From an optimization exercise on the open Yosys and OpenROAD flow, aimed at small area and a short achievable clock period; shortcuts taken in it are not production practice.
Function was checked by simulation only, so behaviour that the tests miss may differ from the original.
The flow treats the clock pin as an ideal source, which a real chip does not have.
No activity file was given, so power comes from the tool's default toggle rates.

## north
==> flow/design.v <==
module fir_filter (
   input  logic               clk,
   input  logic               rst,
   input  logic signed [15:0] inp,
   output logic signed [39:0] outp
);
   localparam logic [23:0] G_RESET = 24'hFF8000;    
   localparam logic [23:0] G_CONST = 24'hEF0001;
   logic signed [15:0] line [15];
   logic        [23:0] ysum;        
   logic        [16:0] dsum;        
   logic signed [16:0] d;
   logic        [23:0] gs, gc;
   logic        [23:0] ys, yc;
   logic signed [23:0] y;
   logic               ysg;     
   logic               ysg2;    
   logic        [23:0] c23;     
   logic        [3:0]  cnt;     
   logic               v12;     
   logic        [23:0] xo, do16, nlo, gk;
   logic        [23:0] gs1, gc1, gs2, gc2, gs3, gc3;
   logic        [23:0] ys1, yc1, ys2, yc2, ys3, yc3;
   always_comb begin
      xo   = {8'd0, ~inp[15], inp[14:0]};                      
      do16 = {3'd0, ~d[16], d[15:0], 4'd0};                    
      nlo  = {8'd0, line[14][15], ~line[14][14:0]};           
      gk   = G_CONST;
      gs1 = gs ^ gc ^ do16;
      gc1 = ((gs & gc) | (gs & do16) | (gc & do16)) << 1;
      gs2 = gs1 ^ gc1 ^ nlo;
      gc2 = (((gs1 & gc1) | (gs1 & nlo) | (gc1 & nlo)) << 1) | (gk & 24'd1);
      gs3 = gs2 ^ gc2 ^ (xo | (gk & ~24'd1)) ;
      gc3 = ((gs2 & gc2) | (gs2 & (xo | (gk & ~24'd1))) | (gc2 & (xo | (gk & ~24'd1)))) << 1;
      ys1 = ys ^ yc ^ gs;
      yc1 = ((ys & yc) | (ys & gs) | (yc & gs)) << 1;
      ys2 = ys1 ^ yc1 ^ gc;
      yc2 = ((ys1 & yc1) | (ys1 & gc) | (yc1 & gc)) << 1;
      ys3 = ys2 ^ yc2 ^ xo;
      yc3 = ((ys2 & yc2) | (ys2 & xo) | (yc2 & xo)) << 1;
   end
   always_ff @(posedge clk) begin
      line[0] <= inp;
      for (int k = 1; k < 13; k++) line[k] <= line[k-1];
      if (rst) begin
         line[13] <= 16'sd0;
         line[14] <= 16'sd0;
         d        <= 17'sd0;
         gs       <= G_RESET;
         gc       <= 24'd0;
         ys       <= 24'd0;
         yc       <= 24'd0;
         y        <= 24'sd0;
         ysg      <= 1'b0;
         ysg2     <= 1'b0;
         cnt      <= 4'd0;
         v12      <= 1'b0;
      end else begin
         line[13] <= v12 ? line[12] : 16'sd0;
         line[14] <= line[13];
         d        <= dsum;
         gs       <= gs3;
         gc       <= gc3;
         ys       <= ys3;
         yc       <= yc3;
         y        <= ysum;
         ysg      <= ys[23] ^ yc[23] ^ c23[23];
         ysg2     <= ys[23] ^ yc[23] ^ (ys[22:0] > ~yc[22:0]);    
         if (cnt != 4'd15) cnt <= cnt + 4'd1;
         v12      <= (cnt >= 4'd12);
      end
   end
   add_pp #(.W(24)) u_ysum (.a(ys), .b(yc), .ci(1'b0), .s(ysum));
   add_pp #(.W(17)) u_dsum (.a({line[14][15], line[14]}), .b(~{line[13][15], line[13]}), .ci(1'b1), .s(dsum));
   assign c23  = {1'b0, ys[22:0]} + {1'b0, yc[22:0]};
   assign outp = {{6{ysg2}}, {5{ysg}}, {6{y[23]}}, y[22:0]};
endmodule
module add_pp #(
   parameter int W = 24
) (
   input  logic [W-1:0] a,
   input  logic [W-1:0] b,
   input  logic         ci,
   output logic [W-1:0] s
);
   localparam int L = (W > 16) ? 5 : (W > 8) ? 4 : (W > 4) ? 3 : 2;    
   logic [W-1:0] p, g;
   logic [W-1:0] gp [L+1];
   logic [W-1:0] pp [L+1];
   always_comb begin
      p = a ^ b;
      g = a & b;
      gp[0] = g;
      pp[0] = p;
      gp[0][0] = g[0] | (p[0] & ci);
      for (int l = 0; l < L; l++) begin
         gp[l+1] = gp[l];
         pp[l+1] = pp[l];
         for (int i = 0; i < W; i++) begin
            if (((i >> l) & 1) == 1) begin
               gp[l+1][i] = gp[l][i] | (pp[l][i] & gp[l][((i >> l) << l) - 1]);
               pp[l+1][i] = pp[l][i] & pp[l][((i >> l) << l) - 1];
            end
         end
      end
      s[0] = p[0] ^ ci;
      for (int i = 1; i < W; i++) s[i] = p[i] ^ gp[L][i-1];
   end
endmodule
Settings: LEC_CHECK=0, CAP_MARGIN=20, CORE_MARGIN=2, CORE_UTILIZATION=55, CTS_BUF_LIST=sky130_fd_sc_hd__clkbuf_16, CTS_CLUSTER_DIAMETER=100, CTS_CLUSTER_SIZE=30, SETUP_SLACK_MARGIN=3.85, SLEW_MARGIN=20; clock period 6.0 ns.
standard.sh (not shown) runs the stock make flow with config.mk's settings and CLKGATE_MAP_FILE= SYNTH_SCRIPT=/design/flow/synth_recipe.tcl, a recipe that flattens the netlist after the stock synthesis.
==> flow/flow/run.sh <==
#!/bin/bash
# The standard layout with four changes:
#  - the netlist from the standard synthesis gets an inverter-removal pass
#    (flow/polarity.py) and has the full adders on carry-propagate paths split
#    into faster gates (flow/faconv.py), and its two carry-propagate adders
#    rebuilt as parallel-prefix adders (flow/cparebuild.py) before
#    floorplanning; registers and
#    ports are untouched, and the result is kept only if Yosys proves it
#    equivalent to the standard netlist
#  - the ports get plain buffers (buf_2) instead of delay cells
#  - timing repair may resize cells across footprints
#  - the clock tree loses its middle level (flow/cts_flatten.tcl): the root
#    clock buffer drives the leaf clock buffers directly
set -e
R=orfs/results/sky130hd/fir_filter/base
VARS=(MATCH_CELL_FOOTPRINT=0 "BUFFER_PORTS_ARGS=-buffer_cell sky130_fd_sc_hd__buf_2")
bash standard.sh "${VARS[@]}" synth > synth.log 2>&1
cp $R/1_2_yosys.v before.v
python3 flow/polarity.py before.v pol.v 20000 > polarity.log 2>&1
python3 flow/faconv.py pol.v fa.v >> polarity.log 2>&1
python3 flow/cparebuild.py fa.v after.v >> polarity.log 2>&1
# internal nets of the two netlists must not pair by name: the pass flips some
sed -E 's/\b(_[0-9]{4}_)/\1g/g; s/\b(_pol[0-9]{4}_)/\1g/g; s/\\(dsum|ysum|c23)\[/\\\1g[/g' after.v > after_renamed.v
sed "s#LIBFILE#$FLOW_HOME/platforms/sky130hd/lib/sky130_fd_sc_hd__tt_025C_1v80.lib#" flow/eq.ys > eq.ys
YOSYS=$(command -v yosys || echo /OpenROAD-flow-scripts/tools/install/yosys/bin/yosys)
if "$YOSYS" -q -l eq.log eq.ys > eq_stdout.log 2>&1; then
  echo "equivalence proven, using the pass" >> polarity.log
  cp after.v $R/1_2_yosys.v
  rm -f $R/1_synth.odb $R/1_synth.sdc
else
  echo "equivalence NOT proven, keeping the standard netlist" >> polarity.log
fi
bash standard.sh "${VARS[@]}" cts > cts.log 2>&1
ODB=$R/4_cts.odb openroad -no_init -exit flow/cts_flatten.tcl > cts_flatten.log 2>&1
bash standard.sh "${VARS[@]}" finish > standard.log 2>&1
==> flow/flow/cts_flatten.tcl <==
# Drop the middle level of the clock tree: the root clock buffer drives the
# leaf clock buffers directly. Every register still gets the clock through
# two buffers (root and leaf), all of the same kind.
read_db $::env(ODB)
set block [ord::get_db_block]
set root [$block findInst clkbuf_0_clk]
if {$root eq "NULL" || $root eq ""} { puts "no root clock buffer"; exit 0 }
set rootnet [[$root findITerm X] getNet]
set removed 0
foreach it [$rootnet getITerms] {
  set inst [$it getInst]
  if {[$inst getName] eq [$root getName]} continue
  if {![$it isInputSignal]} continue
  if {![string match "clkbuf_1_*" [$inst getName]]} continue
  set out [[$inst findITerm X] getNet]
  foreach sink [$out getITerms] {
    if {[[$sink getInst] getName] eq [$inst getName]} continue
    $sink disconnect
    $sink connect $rootnet
  }
  odb::dbInst_destroy $inst
  odb::dbNet_destroy $out
  incr removed
}
puts "cts_flatten: removed $removed middle-level clock buffers"
write_db $::env(ODB)
Other scripts of this flow, unchanged in this note and not shown: flow/flow/cparebuild.py, flow/flow/eq.ys, flow/flow/faconv.py, flow/flow/polarity.py
Edits applied to the flow inputs when going from north to south:
Settings: CTS_CLUSTER_DIAMETER changed from 100 to 80; CTS_CLUSTER_SIZE changed from 30 to 24; SETUP_SLACK_MARGIN changed from 3.85 to 3.95.
diff --git a/flow/flow/run.sh b/flow/flow/run.sh
--- a/flow/flow/run.sh
+++ b/flow/flow/run.sh
@@ -2 +2 @@
-# The standard layout with four changes:
+# The standard layout with three changes:
@@ -12,2 +11,0 @@
-#  - the clock tree loses its middle level (flow/cts_flatten.tcl): the root
-#    clock buffer drives the leaf clock buffers directly
@@ -33,2 +30,0 @@
-bash standard.sh "${VARS[@]}" cts > cts.log 2>&1
-ODB=$R/4_cts.odb openroad -no_init -exit flow/cts_flatten.tcl > cts_flatten.log 2>&1
removed: flow/flow/cts_flatten.tcl
- north -> south: remaining routing DRC violations delta 0, exact match
- south: sequential share of layout area 0.99 points below north
- Synthesized cell area: south vs north identical
- Compared with north, in south arrival time reported for the critical path endpoint saw an increase, final layout net count saw an increase.
- | fraction of area in multi-input gates | south vs north | 0.44 points lower |
- From north to south the numbers moved as follows: part of the total power dissipated in the clock network went up; power after layout went up; number of top-level pins did not really move.
Modified inputs, east compared to south
Settings: a change of CTS_CLUSTER_SIZE from 24 to 30; a change of SETUP_SLACK_MARGIN from 3.95 to 3.85; a change of CTS_CLUSTER_DIAMETER from 80 to 100.
diff --git a/flow/flow/run.sh b/flow/flow/run.sh
--- a/flow/flow/run.sh
+++ b/flow/flow/run.sh
@@ -2 +2 @@
-# The standard layout with three changes:
+# The standard layout with four changes:
@@ -11,0 +12,2 @@
+#  - the clock tree loses its root buffer (flow/cts_flatten.tcl): the clock
+#    port drives the middle-level clock buffers directly
@@ -30,0 +33,2 @@
+bash standard.sh "${VARS[@]}" cts > cts.log 2>&1
+ODB=$R/4_cts.odb openroad -no_init -exit flow/cts_flatten.tcl > cts_flatten.log 2>&1
==> flow/flow/cts_flatten.tcl (new file) <==
# Drop the root level of the clock tree: the clock port drives the (two)
# middle-level clock buffers directly, and they drive the leaf buffers. Every
# register still gets the clock through two buffers of the same kind.
read_db $::env(ODB)
set block [ord::get_db_block]
set root [$block findInst clkbuf_0_clk]
if {$root eq "NULL" || $root eq ""} { puts "no root clock buffer"; exit 0 }
set clknet [[$root findITerm A] getNet]
set rootnet [[$root findITerm X] getNet]
set mids {}
foreach it [$rootnet getITerms] {
  set inst [$it getInst]
  if {[$inst getName] eq [$root getName]} continue
  lappend mids $it
}
if {[llength $mids] > 4} { puts "cts_flatten: root drives [llength $mids] cells, left as is"; exit 0 }
foreach it $mids {
  $it disconnect
  $it connect $clknet
}
odb::dbInst_destroy $root
odb::dbNet_destroy $rootnet
puts "cts_flatten: clock port now drives [llength $mids] clock buffers directly"
write_db $::env(ODB)
--- outcome ---
From south to east the numbers moved as follows: final instance area saw a decrease; net switching fraction of the power went up; global-route usage saw an increase. Lower first-pass detailed-route iteration total goes to south over east. Compared with south, in east met2 usage picked up an extra 0.53 points; post-DP HPWL picked up an extra 2.1%; power lost 0.37 mW. The sequential share of layout area in east sits 1.0 points above the value recorded for south.
[inputs] west vs east
Settings: CTS_CLUSTER_SIZE changed from 30 to 24; SETUP_SLACK_MARGIN changed from 3.85 to 3.9; CTS_CLUSTER_DIAMETER changed from 100 to 80.
diff --git a/flow/flow/run.sh b/flow/flow/run.sh
--- a/flow/flow/run.sh
+++ b/flow/flow/run.sh
@@ -2 +2 @@
-# The standard layout with four changes:
+# The standard layout with three changes:
@@ -12,2 +11,0 @@
-#  - the clock tree loses its root buffer (flow/cts_flatten.tcl): the clock
-#    port drives the middle-level clock buffers directly
@@ -33,2 +30,0 @@
-bash standard.sh "${VARS[@]}" cts > cts.log 2>&1
-ODB=$R/4_cts.odb openroad -no_init -exit flow/cts_flatten.tcl > cts_flatten.log 2>&1
removed: flow/flow/cts_flatten.tcl
Results
Result for west and east: all clean. In the flow results for west and east, the static leakage power is smaller on east. east → west: part of the total power dissipated in combinational logic grew by 0.5 points, count of instances resized after the clock tree is built +about 180%, number of fill cells went down by 36. west ended up with dfxtp_4 as its critical path's slowest cell; east ended up with fa_1.

## what the ideal ports hide
The flow's constraints put no driver on any port. The routed layouts listed below were extracted and timed again, unchanged, in two steps. Step 1: set_driving_cell puts a clkbuf_16 on clk and a buf_2 on each other input, an assumption about the parent block. Step 2 moves the port delays by t, midway between the first and last clock arrival at a register: inputs arrive t later, outputs are due t later. That takes back most of the time a late clock gives input paths. a / b / c = no drivers / after step 1 / after step 2; a / b = the first two.
run | shift t [ns] | setup slack, ns | worst data-port slew with drivers (ns)
north | 0.526 | 3.819 / 3.771 / 3.773 | 0.03
south | 0.562 | 3.789 / 3.743 / 3.530 | 0.03
east | 0.444 | 3.860 / 3.860 / 3.779 | 0.03
west | 0.573 | 3.771 / 3.721 / 3.572 | 0.03
After both steps setup and hold are still met in every run listed. For south, which loses most, drivers alone change the setup slack by -0.046 ns; drivers and shift together by -0.259 ns.
